From an optimization exercise on the open Yosys and OpenROAD flow, aimed at small area and a short achievable clock period; shortcuts taken in it are not production practice.
The RTL was checked by simulation tests, not by an equivalence proof against the original design.
The clock port is modelled as an ideal driver, which makes a skipped or thinned clock tree look cheaper than it is; a real chip needs a root buffer or a tree.
No activity file was given, so power comes from the tool's default toggle rates.

run A:
Design signedMultiplier16, start of the top module:
module signedMultiplier16 (
  input  logic             clk,
  input  logic             rstN,
  input  multPkg::operandT opA,
  input  multPkg::operandT opB,
  input  logic             inValid,
  output multPkg::productT product,
  output logic             outValid
);
  logic [15:0]               aR;
  logic [7:0]                oneR;
  logic [7:0]                twoR;
  logic [7:0]                negR;
  logic                      prepValid;
  logic [74-1:0]     cutBits;
  operandPrep operandPrep_inst (
    .clk       (clk),
    .rstN      (rstN),
    .opA       (opA),
    .opB       (opB),
    .inValid   (inValid),
    .aR        (aR),
    .oneR      (oneR),
    .twoR      (twoR),
    .negR      (negR),
    .prepValid (prepValid)
  );
  daddaTree8 daddaTree8_inst (
    .aR   (aR),
    .oneR (oneR),
    .twoR (twoR),
    .negR (negR),
    .cutBits (cutBits)
  );
  productMerge productMerge_inst (
    .clk       (clk),
    .rstN      (rstN),
    .cutBits   (cutBits),
  ...
Size in the first run: ~950 cells after synthesis, about 150 flip-flops, roughly 68 I/O pins, about 9600 um2 of cells after synthesis.
export LEC_CHECK = 0
export CAP_MARGIN = 20
export CORE_MARGIN = 2
export CORE_UTILIZATION = 40
export SLEW_MARGIN = 20
create_clock -name core_clock -period 8.8 [get_ports {clk}]
standard.sh (not shown) runs the stock make flow with config.mk's settings and CLKGATE_MAP_FILE= SYNTH_SCRIPT=/design/flow/synth_recipe.tcl, a recipe that flattens the netlist after the stock synthesis.
==> flow/flow/run.sh <==
#!/bin/bash
set -euo pipefail
bash standard.sh SETUP_SLACK_MARGIN=6.3 finish > flow_make.log 2>&1
Run A ended with every stage complete and zero timing, DRC or antenna violations.
#### Input delta (run B over run A)
- an added CTS_BUF_LIST of sky130_fd_sc_hd__clkbuf_16
- an added PLACE_DENSITY of 0.75
- an added CTS_CLUSTER_DIAMETER of 150
- a change of CORE_UTILIZATION from 40 to 65
- an added CTS_CLUSTER_SIZE of 40
Results
Diff run A -> run B: global-route usage over all layers rose by 12 points; power dropped about 0.46%; sequential share of layout area shows an increase of 0.63 points; final design instance area without fill fell about 2%. [compare] base=run A new=run B: wire length has increased; count of plain and timing-repair buffers has decreased. Run B reached the final stage; the timing, DRC and antenna checks on its layout passed. Run A completed; timing, DRC and antenna clean.
Here is what was changed in the inputs of run C compared with run B.
- changing CTS_CLUSTER_DIAMETER from 150 to 50
- changing CTS_CLUSTER_SIZE from 40 to 20
- changing CORE_UTILIZATION from 65 to 40
- changing CTS_BUF_LIST from sky130_fd_sc_hd__clkbuf_16 to sky130_fd_sc_hd__clkbuf_8
- removing PLACE_DENSITY (formerly 0.75)
Results
Of the two values seen for beginning of the critical path, productMerge_inst.product[31] was produced by run B and productMerge_inst.product[30] by run C. Fraction of power consumed by combinational cells sits higher in run C than in run B. Min fmax across run B and run C: run C. Of run B and run C, the lower detailed router's first-iteration violation count belongs to run C.
Modified inputs, run D compared to run C
- PLACE_DENSITY: unset -> 0.75
- CTS_CLUSTER_SIZE: 20 -> unset
- CTS_CLUSTER_DIAMETER: 50 -> unset
- CORE_UTILIZATION: 40 -> 65
- CTS_BUF_LIST: sky130_fd_sc_hd__clkbuf_8 -> unset
==> flow/flow/run.sh <==
#!/bin/bash
set -euo pipefail
bash standard.sh SETUP_SLACK_MARGIN=6.2 "BUFFER_PORTS_ARGS=-buffer_cell sky130_fd_sc_hd__buf_1" finish > flow_make.log 2>&1
==> comparison <==
- Smallest hold slack improves in run D relative to run C.
- Going from run C to run D, total power grew slightly.
- Met2 layer usage reported by global route (higher): run D


signedMultiplier16, a different RTL version from the one above (not shown whole).
Size: ~150 flip-flops, about 68 I/O pins.
==> flow/config.mk <==
export PLATFORM = sky130hd
export DESIGN_NAME = signedMultiplier16
export DESIGN_NICKNAME = signedMultiplier16
export VERILOG_FILES = /design/flow/design.v
export SDC_FILE = /design/flow/constraint.sdc
export NUM_CORES = 4
export LEC_CHECK = 0
export CAP_MARGIN = 20
export CORE_MARGIN = 2
export CORE_UTILIZATION = 65
export PLACE_DENSITY = 0.75
export SLEW_MARGIN = 20
export SYNTH_HIERARCHICAL = 1
export SYNTH_MINIMUM_KEEP_SIZE = 0
==> flow/constraint.sdc <==
create_clock -name core_clock -period 8.8 [get_ports {clk}]
set_input_delay 1.7600 -clock core_clock [delete_from_list [all_inputs] [get_ports {clk}]]
set_output_delay 1.7600 -clock core_clock [all_outputs]
set_load 0.01 [all_outputs]
==> flow/flow/run.sh <==
#!/bin/bash
# standard synthesis and layout, except:
# - the port buffers are the smallest buffer instead of a delay cell,
# - the clock tree is a balanced two-level tree built by flow/clock_tree.tcl
#   (root buffer, one buffer per k-means cluster of flip-flops) in place of TritonCTS.
set -euo pipefail
export FLOW_CLOCK_TREE="8 sky130_fd_sc_hd__clkbuf_16 sky130_fd_sc_hd__clkbuf_16"
bash standard.sh SETUP_SLACK_MARGIN=6.0 "BUFFER_PORTS_ARGS=-buffer_cell sky130_fd_sc_hd__buf_1" \
  PRE_CTS_TCL=$PWD/flow/clock_tree.tcl finish > flow_make.log 2>&1
==> flow/flow/clock_tree.tcl <==
# Two-level clock tree: the clock port drives one root buffer, which drives one
# buffer per cluster of flip-flops (clusters by k-means on placement).
proc my_clock_tree {nclusters rootcell leafcell} {
  set block [ord::get_db_block]
  set db [ord::get_db]
  set clknet [$block findNet clk]
  set sinks {}
  foreach it [$clknet getITerms] {
    lappend sinks $it
  }
  set pts {}
  foreach it $sinks {
    set b [[$it getInst] getBBox]
    lappend pts [list [expr {([$b xMin] + [$b xMax]) / 2.0}] [expr {([$b yMin] + [$b yMax]) / 2.0}]]
  }
  set n [llength $pts]
  # k-means, seeded by spreading over sorted x then y
  set cent {}
  set sorted [lsort -real -index 0 $pts]
  for {set k 0} {$k < $nclusters} {incr k} {
    lappend cent [lindex $sorted [expr {int(($k + 0.5) * $n / $nclusters)}]]
  }
  for {set iter 0} {$iter < 50} {incr iter} {
    set assign {}
    foreach p $pts {
      set best 0; set bd 1e30
      for {set k 0} {$k < $nclusters} {incr k} {
        set c [lindex $cent $k]
        set d [expr {abs([lindex $p 0] - [lindex $c 0]) + abs([lindex $p 1] - [lindex $c 1])}]
        if {$d < $bd} { set bd $d; set best $k }
      }
      lappend assign $best
    }
    set newc {}
    for {set k 0} {$k < $nclusters} {incr k} {
      set sx 0; set sy 0; set m 0
      foreach p $pts a $assign {
        if {$a == $k} { set sx [expr {$sx + [lindex $p 0]}]; set sy [expr {$sy + [lindex $p 1]}]; incr m }
      }
      if {$m > 0} { lappend newc [list [expr {$sx / $m}] [expr {$sy / $m}]] } else { lappend newc [lindex $cent $k] }
    }
    set cent $newc
  }
  set rmaster [$db findMaster $rootcell]
  set lmaster [$db findMaster $leafcell]
  # root buffer at the centre of the leaf buffers
  set rx 0; set ry 0
  foreach c $cent { set rx [expr {$rx + [lindex $c 0]}]; set ry [expr {$ry + [lindex $c 1]}] }
  set rx [expr {int($rx / $nclusters)}]; set ry [expr {int($ry / $nclusters)}]
  set root [odb::dbInst_create $block $rmaster "clkbuf_root"]
  $root setLocation $rx $ry
  $root setPlacementStatus PLACED
  set rootnet [odb::dbNet_create $block "clknet_root"]
  $rootnet setSigType CLOCK
  foreach it $sinks { $it disconnect }
  [$root findITerm A] connect $clknet
  [$root findITerm X] connect $rootnet
  for {set k 0} {$k < $nclusters} {incr k} {
    set c [lindex $cent $k]
    set leaf [odb::dbInst_create $block $lmaster "clkbuf_leaf_$k"]
    $leaf setLocation [expr {int([lindex $c 0])}] [expr {int([lindex $c 1])}]
    $leaf setPlacementStatus PLACED
    set net [odb::dbNet_create $block "clknet_leaf_$k"]
    $net setSigType CLOCK
    [$leaf findITerm A] connect $rootnet
    [$leaf findITerm X] connect $net
    foreach it $sinks a $assign {
      if {$a == $k} { $it connect $net }
    }
  }
}

# Used as ORFS's PRE_CTS_TCL hook: build the tree here, and leave the CTS step's
# clock_tree_synthesis call nothing to do.
if {[info exists ::env(FLOW_CLOCK_TREE)]} {
  my_clock_tree {*}$::env(FLOW_CLOCK_TREE)
  set_propagated_clock [all_clocks]
  proc clock_tree_synthesis {args} { puts "clock tree built by flow/clock_tree.tcl" }
}
==> next run, changes <==
--- a/flow/flow/run.sh
+++ b/flow/flow/run.sh
@@ -7,2 +7,2 @@
-export FLOW_CLOCK_TREE="8 sky130_fd_sc_hd__clkbuf_16 sky130_fd_sc_hd__clkbuf_16"
-bash standard.sh SETUP_SLACK_MARGIN=6.0 "BUFFER_PORTS_ARGS=-buffer_cell sky130_fd_sc_hd__buf_1" \
+export FLOW_CLOCK_TREE="12 sky130_fd_sc_hd__clkbuf_16 sky130_fd_sc_hd__clkbuf_8"
+bash standard.sh SETUP_SLACK_MARGIN=6.25 "BUFFER_PORTS_ARGS=-buffer_cell sky130_fd_sc_hd__buf_1" \
Result: Design area goes up by 3.6%. Register-to-register slack improves by 0.15 ns. Wire length grows by 1.7%.
==> next run, changes <==
--- a/flow/flow/run.sh
+++ b/flow/flow/run.sh
@@ -8 +8 @@
-bash standard.sh SETUP_SLACK_MARGIN=6.25 "BUFFER_PORTS_ARGS=-buffer_cell sky130_fd_sc_hd__buf_1" \
+bash standard.sh SETUP_SLACK_MARGIN=6.2 "BUFFER_PORTS_ARGS=-buffer_cell sky130_fd_sc_hd__buf_1" \
- CAP_MARGIN: 20 -> 0
- SLEW_MARGIN: 20 -> 0
Power goes down slightly; core utilization falls by 0.44 points; via count went down slightly; routed wire length stays flat; die area is unchanged; global-route usage stays flat; critical path depth stays the same; sequential share of layout area is about the same; setup slack stays flat; synthesized cell count is unchanged.
==> next run, changes <==
--- a/flow/flow/run.sh
+++ b/flow/flow/run.sh
@@ -7 +7 @@
-export FLOW_CLOCK_TREE="12 sky130_fd_sc_hd__clkbuf_16 sky130_fd_sc_hd__clkbuf_8"
+export FLOW_CLOCK_TREE="8 sky130_fd_sc_hd__clkbuf_16 sky130_fd_sc_hd__clkbuf_16"
- CAP_MARGIN: 0 -> 20
- CORE_UTILIZATION: 65 -> 75
- PLACE_DENSITY: 0.75 -> 0.85
- SLEW_MARGIN: 0 -> 20
Area after synthesis is unchanged; fmax fell by 1.9%; worst hold slack is worse by 0.0047 ns; via count rose by 3.7%; worst setup slack is worse by 0.051 ns.
No run of this note takes its clock network from TritonCTS; it comes from the design's own scripts or RTL.


signedMultiplier16 with an RTL version that a note above also has.
For scale: roughly 950 cells after synthesis, about 150 flip-flops.
==> flow/config.mk <==
export PLATFORM = sky130hd
export DESIGN_NAME = signedMultiplier16
export DESIGN_NICKNAME = signedMultiplier16
export VERILOG_FILES = /design/flow/design.v
export SDC_FILE = /design/flow/constraint.sdc
export NUM_CORES = 4
export LEC_CHECK = 0
export CAP_MARGIN = 20
export CORE_MARGIN = 2
export CORE_UTILIZATION = 65
export PLACE_DENSITY = 0.75
export SLEW_MARGIN = 20
==> flow/constraint.sdc <==
create_clock -name core_clock -period 8.8 [get_ports {clk}]
set_input_delay 1.7600 -clock core_clock [delete_from_list [all_inputs] [get_ports {clk}]]
set_output_delay 1.7600 -clock core_clock [all_outputs]
set_load 0.01 [all_outputs]
==> flow/flow/run.sh <==
#!/bin/bash
set -euo pipefail
bash standard.sh SETUP_SLACK_MARGIN=6.3 finish > flow_make.log 2>&1
The first run finished clean.
==> next run, changes <==
--- a/flow/config.mk
+++ b/flow/config.mk
@@ -6,7 +6,7 @@
 export NUM_CORES = 4
 export LEC_CHECK = 0
+export ABC_CLOCK_PERIOD_IN_PS = 2000
 export CAP_MARGIN = 20
 export CORE_MARGIN = 2
-export CORE_UTILIZATION = 65
-export PLACE_DENSITY = 0.75
+export CORE_UTILIZATION = 40
 export SLEW_MARGIN = 20
The changed run finished clean.
Maximum frequency barely changes.
Flip-flop and latch count is unchanged.
Combinational power is higher slightly.
Final area is higher slightly.
Die area is higher by well over a third.
Synthesized cell count does not change.
Count of clock-buffer cells in the layout is higher by 3.
Worst setup slack gets worse by 7.6 ps.
Via count is lower by a few percent.
Wire length is lower by a few percent.
Non-clock buffer count is higher by 3.


signedMultiplier16, a different RTL version from the one above (not shown whole).
Size: about 150 flip-flops, about 68 I/O pins, roughly 11000 µm² of cells after synthesis.
## signedMultiplier16
module signedMultiplier16 (
  input  logic             clk,
  input  logic             rstN,
  input  multPkg::operandT opA,
  input  multPkg::operandT opB,
  input  logic             inValid,
  output multPkg::productT product,
  output logic             outValid
);
clock: 8.8 ns
lec_check: 0
cap_margin: 20
core_margin: 2
core_utilization: 65
place_density: 0.75
slew_margin: 20
synth_hierarchical: 1
synth_minimum_keep_size: 0
==> flow/flow/run.sh <==
#!/bin/bash
# standard synthesis and layout, except:
# - the port buffers are the smallest buffer instead of a delay cell,
# - the clock tree is a balanced two-level tree built by flow/clock_tree.tcl
#   (clk port -> 4 root buffers -> one buffer per k-means cluster of flip-flops)
#   in place of TritonCTS.
set -euo pipefail
export FLOW_CLOCK_TREE="12 4 sky130_fd_sc_hd__clkbuf_8 sky130_fd_sc_hd__clkbuf_8"
bash standard.sh SETUP_SLACK_MARGIN=6.15 "BUFFER_PORTS_ARGS=-buffer_cell sky130_fd_sc_hd__buf_1" \
  PRE_CTS_TCL=$PWD/flow/clock_tree.tcl finish > flow_make.log 2>&1
==> flow/flow/clock_tree.tcl <==

# k-means on a list of {x y} points; returns {centres assignment}
proc my_kmeans {pts k} {
  set n [llength $pts]
  set cent {}
  set sorted [lsort -real -index 0 $pts]
  for {set i 0} {$i < $k} {incr i} {
    lappend cent [lindex $sorted [expr {int(($i + 0.5) * $n / $k)}]]
  }
  for {set iter 0} {$iter < 50} {incr iter} {
    set assign {}
    foreach p $pts {
      set best 0; set bd 1e30
      for {set i 0} {$i < $k} {incr i} {
        set c [lindex $cent $i]
        set d [expr {abs([lindex $p 0] - [lindex $c 0]) + abs([lindex $p 1] - [lindex $c 1])}]
        if {$d < $bd} { set bd $d; set best $i }
      }
      lappend assign $best
    }
    set newc {}
    for {set i 0} {$i < $k} {incr i} {
      set sx 0; set sy 0; set m 0
      foreach p $pts a $assign {
        if {$a == $i} { set sx [expr {$sx + [lindex $p 0]}]; set sy [expr {$sy + [lindex $p 1]}]; incr m }
      }
      if {$m > 0} { lappend newc [list [expr {$sx / $m}] [expr {$sy / $m}]] } else { lappend newc [lindex $cent $i] }
    }
    set cent $newc
  }
  return [list $cent $assign]
}

proc my_place_buffer {block master name x y innet outname} {
  set inst [odb::dbInst_create $block $master $name]
  $inst setLocation [expr {int($x)}] [expr {int($y)}]
  $inst setPlacementStatus PLACED
  set net [odb::dbNet_create $block $outname]
  $net setSigType CLOCK
  [$inst findITerm A] connect $innet
  [$inst findITerm X] connect $net
  return $net
}

proc my_clock_tree {nleaves nroots rootcell leafcell} {
  set block [ord::get_db_block]
  set db [ord::get_db]
  set clknet [$block findNet clk]
  set sinks [$clknet getITerms]
  set pts {}
  foreach it $sinks {
    set b [[$it getInst] getBBox]
    lappend pts [list [expr {([$b xMin] + [$b xMax]) / 2.0}] [expr {([$b yMin] + [$b yMax]) / 2.0}]]
  }
  lassign [my_kmeans $pts $nleaves] lcent lassign
  lassign [my_kmeans $lcent $nroots] rcent rassign
  set rmaster [$db findMaster $rootcell]
  set lmaster [$db findMaster $leafcell]
  foreach it $sinks { $it disconnect }
  set rootnets {}
  for {set r 0} {$r < $nroots} {incr r} {
    set c [lindex $rcent $r]
    lappend rootnets [my_place_buffer $block $rmaster "clkbuf_root_$r" [lindex $c 0] [lindex $c 1] $clknet "clknet_root_$r"]
  }
  for {set k 0} {$k < $nleaves} {incr k} {
    set c [lindex $lcent $k]
    set net [my_place_buffer $block $lmaster "clkbuf_leaf_$k" [lindex $c 0] [lindex $c 1] \
      [lindex $rootnets [lindex $rassign $k]] "clknet_leaf_$k"]
    foreach it $sinks a $lassign {
      if {$a == $k} { $it connect $net }
    }
  }
}

# Used as ORFS's PRE_CTS_TCL hook: build the tree here, and leave the CTS step's
# clock_tree_synthesis call nothing to do.
if {[info exists ::env(FLOW_CLOCK_TREE)]} {
  my_clock_tree {*}$::env(FLOW_CLOCK_TREE)
  set_propagated_clock [all_clocks]
  proc clock_tree_synthesis {args} { puts "clock tree built by flow/clock_tree.tcl" }
}
The starting point completed without violations.
Next try:
--- a/flow/flow/run.sh
+++ b/flow/flow/run.sh
@@ -7,4 +7,4 @@
 set -euo pipefail
-export FLOW_CLOCK_TREE="12 4 sky130_fd_sc_hd__clkbuf_8 sky130_fd_sc_hd__clkbuf_8"
-bash standard.sh SETUP_SLACK_MARGIN=6.15 "BUFFER_PORTS_ARGS=-buffer_cell sky130_fd_sc_hd__buf_1" \
+export FLOW_CLOCK_TREE="16 4 sky130_fd_sc_hd__clkbuf_8 sky130_fd_sc_hd__clkbuf_8"
+bash standard.sh SETUP_SLACK_MARGIN=6.2 "BUFFER_PORTS_ARGS=-buffer_cell sky130_fd_sc_hd__buf_1" \
   PRE_CTS_TCL=$PWD/flow/clock_tree.tcl finish > flow_make.log 2>&1
Setup slack improves by 52 ps.
Via count climbs by 0.63%.
First-iteration DRC count drops by 5.8%.
Total power climbs by 4.7%.
Synthesized area is unchanged.
Combinational power climbs by about 5%.
Next try:
--- a/flow/flow/run.sh
+++ b/flow/flow/run.sh
@@ -7,4 +7,4 @@
 set -euo pipefail
-export FLOW_CLOCK_TREE="16 4 sky130_fd_sc_hd__clkbuf_8 sky130_fd_sc_hd__clkbuf_8"
-bash standard.sh SETUP_SLACK_MARGIN=6.2 "BUFFER_PORTS_ARGS=-buffer_cell sky130_fd_sc_hd__buf_1" \
+export FLOW_CLOCK_TREE="12 4 sky130_fd_sc_hd__clkbuf_8 sky130_fd_sc_hd__clkbuf_8"
+bash standard.sh SETUP_SLACK_MARGIN=6.30 "BUFFER_PORTS_ARGS=-buffer_cell sky130_fd_sc_hd__buf_1" \
   PRE_CTS_TCL=$PWD/flow/clock_tree.tcl finish > flow_make.log 2>&1
After rerunning: Power came out higher by 5.6%; setup slack is better by 37 ps; synthesized cell count does not change; wire length came out higher by 2.1%; sequential power barely changes; cell area came out higher by 2.5%.
Next try:
--- a/flow/flow/run.sh
+++ b/flow/flow/run.sh
@@ -7,4 +7,4 @@
 set -euo pipefail
-export FLOW_CLOCK_TREE="12 4 sky130_fd_sc_hd__clkbuf_8 sky130_fd_sc_hd__clkbuf_8"
-bash standard.sh SETUP_SLACK_MARGIN=6.30 "BUFFER_PORTS_ARGS=-buffer_cell sky130_fd_sc_hd__buf_1" \
+export FLOW_CLOCK_TREE="12 4 sky130_fd_sc_hd__buf_8 sky130_fd_sc_hd__buf_8"
+bash standard.sh SETUP_SLACK_MARGIN=6.2 "BUFFER_PORTS_ARGS=-buffer_cell sky130_fd_sc_hd__buf_1" \
   PRE_CTS_TCL=$PWD/flow/clock_tree.tcl finish > flow_make.log 2>&1
Result:
- maximum frequency hardly moves
- die area stays the same
- worst setup slack is about the same
- wire length came out lower by a few percent
- sequential cell count does not change
No run of this note takes its clock network from TritonCTS; it comes from the design's own scripts or RTL.

==> what the ideal ports hide <==
The flow's constraints put no driver on any port. The routed layouts listed below were extracted and timed again, unchanged, in two steps. Step 1: set_driving_cell puts a clkbuf_16 on clk and a buf_2 on each other input, an assumption about the parent block. Step 2 adds t to the input delays and takes it off the output delays; t is the mean of the earliest and latest rising clock arrival at the registers after step 1. Input paths then give back, and output paths get back, about the clock's delay inside the block. Three values: ideal, step 1, step 2; two values: the first two.
run | t, ns | slack for setup (ns) | hold slack, ns | slew at the worst register clock pin (ns)
run A | 0.456 | 6.168 / 6.143 / 6.121 | 0.435 / 0.435 / 0.435 | 0.06 / 0.06
run B | 0.470 | 6.175 / 6.129 / 6.099 | 0.444 / 0.444 / 0.444 | 0.07 / 0.07
run C | 0.487 | 6.136 / 6.100 / 6.123 | 0.441 / 0.441 / 0.441 | 0.09 / 0.09
run D | 0.457 | 6.083 / 6.083 / 6.083 | 0.446 / 0.446 / 0.446 | 0.06 / 0.06
the first run of note 2 | 0.420 | 6.090 / 6.090 / 6.090 | 0.429 / 0.429 / 0.429 | 0.10 / 0.10
the second run of note 2 | 0.410 | 6.222 / 6.177 / 6.241 | 0.433 / 0.433 / 0.433 | 0.10 / 0.10
the third run of note 2 | 0.413 | 6.222 / 6.177 / 6.244 | 0.433 / 0.433 / 0.433 | 0.10 / 0.10
the fourth run of note 2 | 0.423 | 6.171 / 6.171 / 6.171 | 0.428 / 0.428 / 0.428 | 0.11 / 0.11
the first run of note 3 | 0.470 | 6.175 / 6.129 / 6.099 | 0.444 / 0.444 / 0.444 | 0.07 / 0.07
the second run of note 3 | 0.456 | 6.168 / 6.143 / 6.121 | 0.435 / 0.435 / 0.435 | 0.06 / 0.06
the first run of note 4 | 0.352 | 6.149 / 6.149 / 6.149 | 0.427 / 0.427 / 0.427 | 0.10 / 0.10
the second run of note 4 | 0.357 | 6.201 / 6.186 / 6.201 | 0.425 / 0.425 / 0.425 | 0.08 / 0.08
the third run of note 4 | 0.359 | 6.238 / 6.215 / 6.238 | 0.435 / 0.435 / 0.435 | 0.11 / 0.11
the fourth run of note 4 | 0.310 | 6.239 / 6.239 / 6.239 | 0.425 / 0.425 / 0.425 | 0.09 / 0.09
After both steps setup and hold are still met in every run listed.
